Context: an optimization exercise on an open-source flow, tuned for small area, a short achievable clock period and few clock cycles. The choices shown serve that exercise and are no tape-out recipe.
In this exercise RTL edits were held to simulation tests only and were not proved equivalent to the original.
Power and IR drop assume default switching activity.

==> flow/design.v <==
package sstf_pkg;
	localparam int TOTAL_W = 17;
	localparam logic [TOTAL_W-1:0] TOTAL_MAX = 17'h1FFFF;
	localparam logic OP_LOAD = 1'b0;
	localparam logic OP_RUN  = 1'b1;
	localparam int OUT_USER_W      = 2;
	localparam int OUT_USER_NO_REQ = 0;
	localparam int OUT_USER_OVF    = 1;
endpackage
module sstf_disk_scheduler #(
	parameter  int MAX_REQUESTS  = 32,
	parameter  int POSITION_BITS = 12,
	localparam int IN_DATA_W     = ((POSITION_BITS + 7) / 8) * 8,
	localparam int OUT_DATA_W    = ((3 * POSITION_BITS + sstf_pkg::TOTAL_W + 7) / 8) * 8
) (
	input  logic                            clk,
	input  logic                            arst_n,
	input  logic                            s_tvalid,
	output logic                            s_tready,
	input  logic [IN_DATA_W-1:0]            s_tdata,   
	input  logic                            s_tuser,   
	output logic                            m_tvalid,
	input  logic                            m_tready,
	output logic [OUT_DATA_W-1:0]           m_tdata,
	output logic                            m_tlast,   
	output logic [sstf_pkg::OUT_USER_W-1:0] m_tuser    
);
	localparam int N   = MAX_REQUESTS;
	localparam int W   = POSITION_BITS;
	localparam int GW  = (N > 1) ? $clog2(N) : 1;
	localparam int CW  = $clog2(N + 1);
	localparam int TW  = sstf_pkg::TOTAL_W;
	logic          in_rdy_q;
	logic [W-1:0]  x_q;
	logic          xld_q;
	logic          ph_split_q;
	logic          ph_fetch_q;
	logic          ph_pop_q;
	logic [W-1:0]  tab_q [N];
	logic [GW-1:0] grp_q [N];
	logic [CW-1:0] cnt_q;
	logic [CW-1:0] rem_q;    
	logic          ovf_q;
	logic [N-1:0]  pl_q;     
	logic [N-1:0]  pr_q;     
	logic          plv_q;    
	logic [W-1:0]  vl_q, vr_q, head_q;
	logic [GW-1:0] gl_q, gr_q;
	logic          vlv_q, vrv_q;
	logic          first_q;
	logic          ovf_run_q;
	logic          sv_q;
	logic [W-1:0]  sd_q;
	logic          slast_q, sfirst_q, sempty_q, sovf_q;
	logic          ov_q;
	logic [W-1:0]  o_cyl_q, o_d_q, o_max_q;
	logic [TW-1:0] o_tot_q;
	logic          o_last_q;
	logic [1:0]    o_user_q;
	logic [N-1:0]  vld;      
	logic [N-1:0]  lv;       
	logic [N-1:0]  ev;       
	logic [GW-1:0] g_eq;
	logic          ins;
	always_comb begin
		for (int i = 0; i < N; i++) begin
			vld[i] = (CW'(i) < cnt_q);
			lv[i]  = vld[i] && (tab_q[i] <= x_q);
			ev[i]  = vld[i] && (tab_q[i] == x_q);
		end
		g_eq = '0;
		for (int i = 0; i < N; i++) begin
			g_eq = g_eq | (ev[i] ? grp_q[i] : '0);
		end
	end
	assign ins = xld_q && (cnt_q != CW'(N));
	logic [GW-1:0] g_new;
	assign g_new = (|ev) ? g_eq : cnt_q[GW-1:0];
	always_ff @(posedge clk) begin
		for (int i = 0; i < N; i++) begin
			if (ins && !lv[i]) begin
				if (i == 0 || lv[(i == 0) ? 0 : i-1]) begin
					tab_q[i] <= x_q;
					grp_q[i] <= g_new;
				end else begin
					tab_q[i] <= tab_q[(i == 0) ? 0 : i-1];
					grp_q[i] <= grp_q[(i == 0) ? 0 : i-1];
				end
			end
		end
	end
	logic [N-1:0] split_l, split_r;
	always_comb begin
		for (int i = 0; i < N; i++) begin
			split_l[i] = lv[i] && ((i == N-1) ? 1'b1 : !lv[(i == N-1) ? 0 : i+1]);
			split_r[i] = vld[i] && !lv[i] && ((i == 0) ? 1'b1 : lv[(i == 0) ? 0 : i-1]);
		end
	end
	logic [W-1:0]  fl, fr;
	logic [GW-1:0] fgl, fgr;
	logic          frv;
	always_comb begin
		fl  = '0;
		fr  = '0;
		fgl = '0;
		fgr = '0;
		frv = 1'b0;
		for (int i = 0; i < N; i++) begin
			fl  = fl  | (pl_q[i] ? tab_q[i] : '0);
			fgl = fgl | (pl_q[i] ? grp_q[i] : '0);
			fr  = fr  | (pr_q[i] ? tab_q[i] : '0);
			fgr = fgr | (pr_q[i] ? grp_q[i] : '0);
			frv = frv | (pr_q[i] & vld[i]);
		end
	end
	logic [W-1:0] dl, dr;
	logic         pop_r;
	assign dl    = head_q - vl_q;
	assign dr    = vr_q - head_q;
	assign pop_r = vrv_q && (!vlv_q || (dr < dl) || ((dr == dl) && (gr_q < gl_q)));
	logic move, adv, accept;
	assign move   = sv_q && (!ov_q || m_tready);
	assign adv    = !sv_q || move;
	assign accept = s_tvalid && in_rdy_q;
	always_ff @(posedge clk or negedge arst_n) begin
		if (!arst_n) begin
			in_rdy_q   <= 1'b1;
			xld_q      <= 1'b0;
			ph_split_q <= 1'b0;
			ph_fetch_q <= 1'b0;
			ph_pop_q   <= 1'b0;
			cnt_q      <= '0;
			rem_q      <= '0;
			ovf_q      <= 1'b0;
			sv_q       <= 1'b0;
			ov_q       <= 1'b0;
		end else begin
			xld_q <= accept && (s_tuser == sstf_pkg::OP_LOAD);
			if (accept && (s_tuser == sstf_pkg::OP_RUN)) begin
				in_rdy_q   <= 1'b0;
				ph_split_q <= 1'b1;
			end
			if (xld_q) begin
				if (cnt_q != CW'(N)) cnt_q <= cnt_q + CW'(1);
				else                 ovf_q <= 1'b1;
			end
			if (ph_split_q) begin
				if (cnt_q == '0) begin
					if (adv) begin
						ph_split_q <= 1'b0;
						in_rdy_q   <= 1'b1;
						ovf_q      <= 1'b0;
					end
				end else begin
					ph_split_q <= 1'b0;
					ph_fetch_q <= 1'b1;
					ovf_q      <= 1'b0;
					rem_q      <= cnt_q;
				end
			end
			if (ph_fetch_q && adv) begin
				ph_fetch_q <= 1'b0;
				ph_pop_q   <= 1'b1;
			end
			if (ph_pop_q && adv) begin
				rem_q <= rem_q - CW'(1);
				if (rem_q == CW'(1)) begin
					cnt_q    <= '0;
					ph_pop_q <= 1'b0;
					in_rdy_q <= 1'b1;
				end
			end
			if ((ph_pop_q && adv) || (ph_split_q && (cnt_q == '0) && adv)) begin
				sv_q <= 1'b1;
			end else if (move) begin
				sv_q <= 1'b0;
			end
			if (move) begin
				ov_q <= 1'b1;
			end else if (m_tready) begin
				ov_q <= 1'b0;
			end
		end
	end
	always_ff @(posedge clk) begin
		if (accept) begin
			x_q <= s_tdata[W-1:0];
		end
		if (ph_split_q) begin
			pl_q      <= split_l;
			pr_q      <= split_r;
			plv_q     <= lv[0];
			ovf_run_q <= ovf_q;
		end
		if (ph_fetch_q && adv) begin
			head_q  <= x_q;
			first_q <= 1'b1;
			vl_q    <= fl;
			gl_q    <= fgl;
			vlv_q   <= plv_q;
			plv_q   <= plv_q && !pl_q[0];
			pl_q    <= pl_q >> 1;
			vr_q    <= fr;
			gr_q    <= fgr;
			vrv_q   <= frv;
			pr_q    <= pr_q << 1;
		end
		if (ph_pop_q && adv) begin
			first_q <= 1'b0;
			if (pop_r) begin
				head_q <= vr_q;
				sd_q   <= dr;
				vr_q   <= fr;
				gr_q   <= fgr;
				vrv_q  <= frv;
				pr_q   <= pr_q << 1;
			end else begin
				head_q <= vl_q;
				sd_q   <= dl;
				vl_q   <= fl;
				gl_q   <= fgl;
				vlv_q  <= plv_q;
				plv_q  <= plv_q && !pl_q[0];
				pl_q   <= pl_q >> 1;
			end
		end
		if (ph_pop_q && adv) begin
			slast_q  <= (rem_q == CW'(1));
			sfirst_q <= first_q;
			sempty_q <= 1'b0;
			sovf_q   <= ovf_run_q;
		end else if (ph_split_q && (cnt_q == '0) && adv) begin
			slast_q  <= 1'b1;
			sempty_q <= 1'b1;
		end
	end
	logic [TW:0]   sum;
	logic [TW-1:0] tot_new;
	logic [W-1:0]  max_new;
	assign sum     = {1'b0, o_tot_q} + (TW+1)'(sd_q);
	assign tot_new = sfirst_q ? TW'(sd_q) : (sum[TW] ? sstf_pkg::TOTAL_MAX : sum[TW-1:0]);
	assign max_new = (sfirst_q || (sd_q > o_max_q)) ? sd_q : o_max_q;
	always_ff @(posedge clk) begin
		if (move) begin
			if (sempty_q) begin
				o_cyl_q  <= '0;
				o_d_q    <= '0;
				o_tot_q  <= '0;
				o_max_q  <= '0;
				o_last_q <= 1'b1;
				o_user_q <= 2'b01;
			end else begin
				o_cyl_q  <= head_q;
				o_d_q    <= sd_q;
				o_tot_q  <= tot_new;
				o_max_q  <= max_new;
				o_last_q <= slast_q;
				o_user_q <= {sovf_q, 1'b0};
			end
		end
	end
	assign s_tready = in_rdy_q;
	assign m_tvalid = ov_q;
	assign m_tdata  = OUT_DATA_W'({o_max_q, o_tot_q, o_d_q, o_cyl_q});
	assign m_tlast  = o_last_q;
	assign m_tuser  = o_user_q;
endmodule
==> flow/run.sh <==
#!/bin/bash
# synth_recipe.tcl (not shown) runs the flow's synth.tcl, then flattens the netlist and writes it again
# the make line also repeats each setting of config.mk as NAME=value (left out here)
make -C /OpenROAD-flow-scripts/flow DESIGN_CONFIG=/design/flow/config.mk WORK_HOME=/design/flow/orfs CLKGATE_MAP_FILE= SYNTH_SCRIPT=/design/flow/synth_recipe.tcl finish
==> flow/config.mk <==
export PLATFORM = sky130hd
export DESIGN_NAME = sstf_disk_scheduler
export DESIGN_NICKNAME = sstf_disk_scheduler
export VERILOG_FILES = /design/flow/design.v
export SDC_FILE = /design/flow/constraint.sdc
export NUM_CORES = 4
export LEC_CHECK = 0
export CAP_MARGIN = 20
export CORE_MARGIN = 2
export CORE_UTILIZATION = 40
export SLEW_MARGIN = 20
==> flow/constraint.sdc <==
create_clock -name core_clock -period 7.5 [get_ports {clk}]
set_input_delay 1.5000 -clock core_clock [delete_from_list [all_inputs] [get_ports {clk}]]
set_output_delay 1.5000 -clock core_clock [all_outputs]
set_load 0.01 [all_outputs]
==> results.sh <==
export IMPL_r2r_start="x_q[4]"
export IMPL_finalClockSkew_ps=31.8
export IMPL_synth_cells=5251
export IMPL_cts_sinks=763
export IMPL_grt_pass1_wl_um=414000
export IMPL_post_cts_resized=0
export IMPL_min_to="sovf_q"
export IMPL_synthArstFlopShare=0.0262
export IMPL_syn_avg_cell_area_um2=9.79
export IMPL_cap_viol_max_count=0
export IMPL_globalplace_congestion=1.02
export IMPL_cts_root_buf="clkbuf_16"
export IMPL_layout_commonest_cell="nand2_1"
export IMPL_crit_path_start_kind="flop"
export IMPL_dieArea_mm2=0.131
export IMPL_grt_pass1_vias=47800
export IMPL_mostFrequentLayoutCells="nand2_1, edfxtp_1, ha_1"
export IMPL_synth_cell_types=97
export IMPL_period_needed_ps=6310
export IMPL_grt_total_usage=0.463
export IMPL_yosysWarnings=3
export IMPL_critPathRequiredTime_ps=7940
export IMPL_hpwl_um=232000
export IMPL_r2r_slack_ps=1190
export IMPL_finalCritPeriodShare=0.842
export IMPL_core_area_mm2=0.128
export IMPL_hold_buffers=0
export IMPL_drv_slew=0
export IMPL_cts_setup_buffers=0
export IMPL_holdCritPathClass="reg -> reg"
export IMPL_synthFlopType="edfxtp_1"
export IMPL_relSlewSlack=0.121
export IMPL_drt_pre_antenna_iters=9
export IMPL_reg2reg_to="grp_q[1][1]"
export IMPL_area_growth_pct=12.6
export IMPL_clockBufferDepth=3
export IMPL_worst_setup_path_type="reg -> reg"
export IMPL_rsz0062_at_grt="false"
export IMPL_tritoncts="built"
export IMPL_hold_depth=0
export IMPL_post_drt_wl_per_cell_um=44.9
export IMPL_worst_pin_slew_ps=1320
export IMPL_drt_first_iter_violations=9962
export IMPL_vdd_drop_max_v=0.000266
export IMPL_die_y_um=362
export IMPL_drive_above_1_share=0.120
export IMPL_worstRegToRegCells=12
export IMPL_n_fill_cell=12200
export IMPL_wl_um=314000
export IMPL_cts_made_buffers=94
export IMPL_cp_end_kind="flop"
export IMPL_drc=0
export IMPL_max_freq_mhz=158
export IMPL_synth_seq_cells=763
export IMPL_setup_viol=0
export IMPL_overflow=0
export IMPL_clk_pin_slew_ps=60
export IMPL_synth_seq_area_share=0.424
export IMPL_htreeDepth=3
export IMPL_cp_max_fo=14
export IMPL_p_per_area_mw_per_mm2=396
export IMPL_status="no timing/DRC/antenna violations"
export IMPL_vias_per_cell=7.49
export IMPL_hold_viol_final=0
export IMPL_num_nets_final=5717
export IMPL_stdcell_area_mm2=0.0578
export IMPL_min_from="ovf_run_q"
export IMPL_clk_latency_ps=750
export IMPL_antenna_left=0
export IMPL_numPortBuffers=74
export IMPL_synthesis_area_mm2=0.0514
export IMPL_grt_antenna_before_repair=24
export IMPL_p_leak_nw=21.6
export IMPL_synth_enable_flop_cells=640
export IMPL_placed_cell_area_mm2=0.0547
export IMPL_die_w_um=362
export IMPL_crit_arrival_ps=6760
export IMPL_finalSetupTns_ps=0
export IMPL_ios=82
export IMPL_start_util=0.403
export IMPL_fin_util=0.454
export IMPL_grt_max_degree=85
export IMPL_num_rows=131
export IMPL_vias=52400
## cells by family (layout without fill, tap and decap cells)
logic type                 after synthesis  in the layout  synth area share
AOI/OAI and AO/OA                     1814           1814             0.248
and+or+nand+nor                       1500           1500             0.141
DFF                                    763            763             0.424
buffers and inverters                  570            640            0.0454
adders and majority gates              453            453             0.111
muxes                                  114            114            0.0245
xor gates and xnor gates                36             36           0.00614
other                                    1             14         0.0000730
## metal layers
metal | track usage | share of wire
met2 | 0.644 | 0.40
met4 | 0.238 | 0.064
met3 | 0.226 | 0.16
met5 | 0.00629 | 0.0013
met1 | 0.588 | 0.38
## power by group
part / switching (W) / total, W / internal [W]
clock: 0.00206 / 0.00472 / 0.00266
sequential: 0.00181 / 0.00759 / 0.00578
combinational: 0.00706 / 0.0106 / 0.00357
## worst max path at each step
| stage | depth (start not counted) | startpoint | end |
|---|---|---|---|
| floorplan | 17 | head_q[1] | sd_q[9] |
| global placement | 17 | head_q[1] | plv_q |
| detailed placement | 17 | head_q[1] | plv_q |
| CTS | 17 | head_q[1] | plv_q |
| global route | 18 | head_q[1] | pl_q[24] |
| finish | 12 | x_q[4] | grp_q[1][1] |
## state kept, by name, indices dropped and copies added (netlist names), 2 cells and up
register	flops
o_user_q	2
sd_q	12
pl_q	32
o_tot_q	17
x_q	12
o_max_q	12
gr_q	5
gl_q	5
o_d_q	12
rem_q	6
grp_q	160
pr_q	32
vl_q	12
tab_q	384
o_cyl_q	12
head_q	12
cnt_q	6
vr_q	12
## per-stage QoR
step	instances	hold slack [ps]	setup WS, ps	total power, W
after global routing	6985	434	1130	0.0234
final	6996	426	1190	0.0229
after CTS	6982	426	1450	0.0222
after global placement	6805	410	1590	0.0175
after detailed placement	6806	409	1500	0.0175
after floorplan	5253	400	2550	0.0125
## final cells by class
type / count / area [um2] / area share
timing repair buffer: 294 / 2480 / 0.0428
clock buffer: 129 / 2590 / 0.0447
antenna: 11 / 27.5 / 0.000476
clock inverter: 47 / 468 / 0.00809
multi-input combinational: 3920 / 27700 / 0.479
tap: 1662 / 2080 / 0.0359
inverter: 170 / 638 / 0.0110
sequential: 763 / 21800 / 0.378
## critical path, cell delays in order, from the launching register on
cell and delay (ps):
edfxtp_1 1090, inv_2 520, buf_4 370, buf_4 200, ha_1 290, nand4_1 340
nor3_1 1060, and2_1 460, nand4bb_1 190, and4b_1 470, buf_4 320, a21oi_1 490
a211oi_1 170
## Yosys cell counts (all sizes together) (109+ instances only)
| cell | instances | area share |
|---|---|---|
| a22oi | 303 | 0.044 |
| nand4 | 210 | 0.026 |
| clkbuf | 291 | 0.021 |
| ha | 450 | 0.11 |
| inv | 164 | 0.012 |
| a22o | 150 | 0.026 |
| a221oi | 175 | 0.030 |
| o21ai | 438 | 0.043 |
| a21oi | 263 | 0.026 |
| buf | 109 | 0.012 |
| edfxtp | 640 | 0.37 |
| nor2 | 205 | 0.015 |
| nand2 | 644 | 0.047 |
Testbench counts, summed over its fixed seeds: cycles 15,226.

==> afterwards: timing with drivers on the ports <==
In the flow no input, the clock included, has a driving cell. The finished layout below was timed again as built, in two steps.
Step 1 (the two cells are an assumption about what drives the block):
set clk [get_ports {clk}]
set_driving_cell -lib_cell sky130_fd_sc_hd__clkbuf_16 $clk
set_driving_cell -lib_cell sky130_fd_sc_hd__buf_2 [delete_from_list [all_inputs] $clk]
Step 2 moves the port delays by t, midway between the first and last clock arrival at a register: inputs arrive t later, outputs are due t later. That takes back most of the time a late clock gives input paths.
Slacks: no drivers / after step 1 / after step 2; pairs: no drivers / after step 1.
t (ns): 0.806
setup WS [ns]: 1.187 / 1.187 / 1.187
worst setup path after step 2: register to register
latest minus earliest clock arrival (ns): 0.032 / 0.032
After both steps this run still meets setup and hold. For this run, drivers alone change the setup slack by 0.000 ns; drivers and shift together by 0.000 ns.
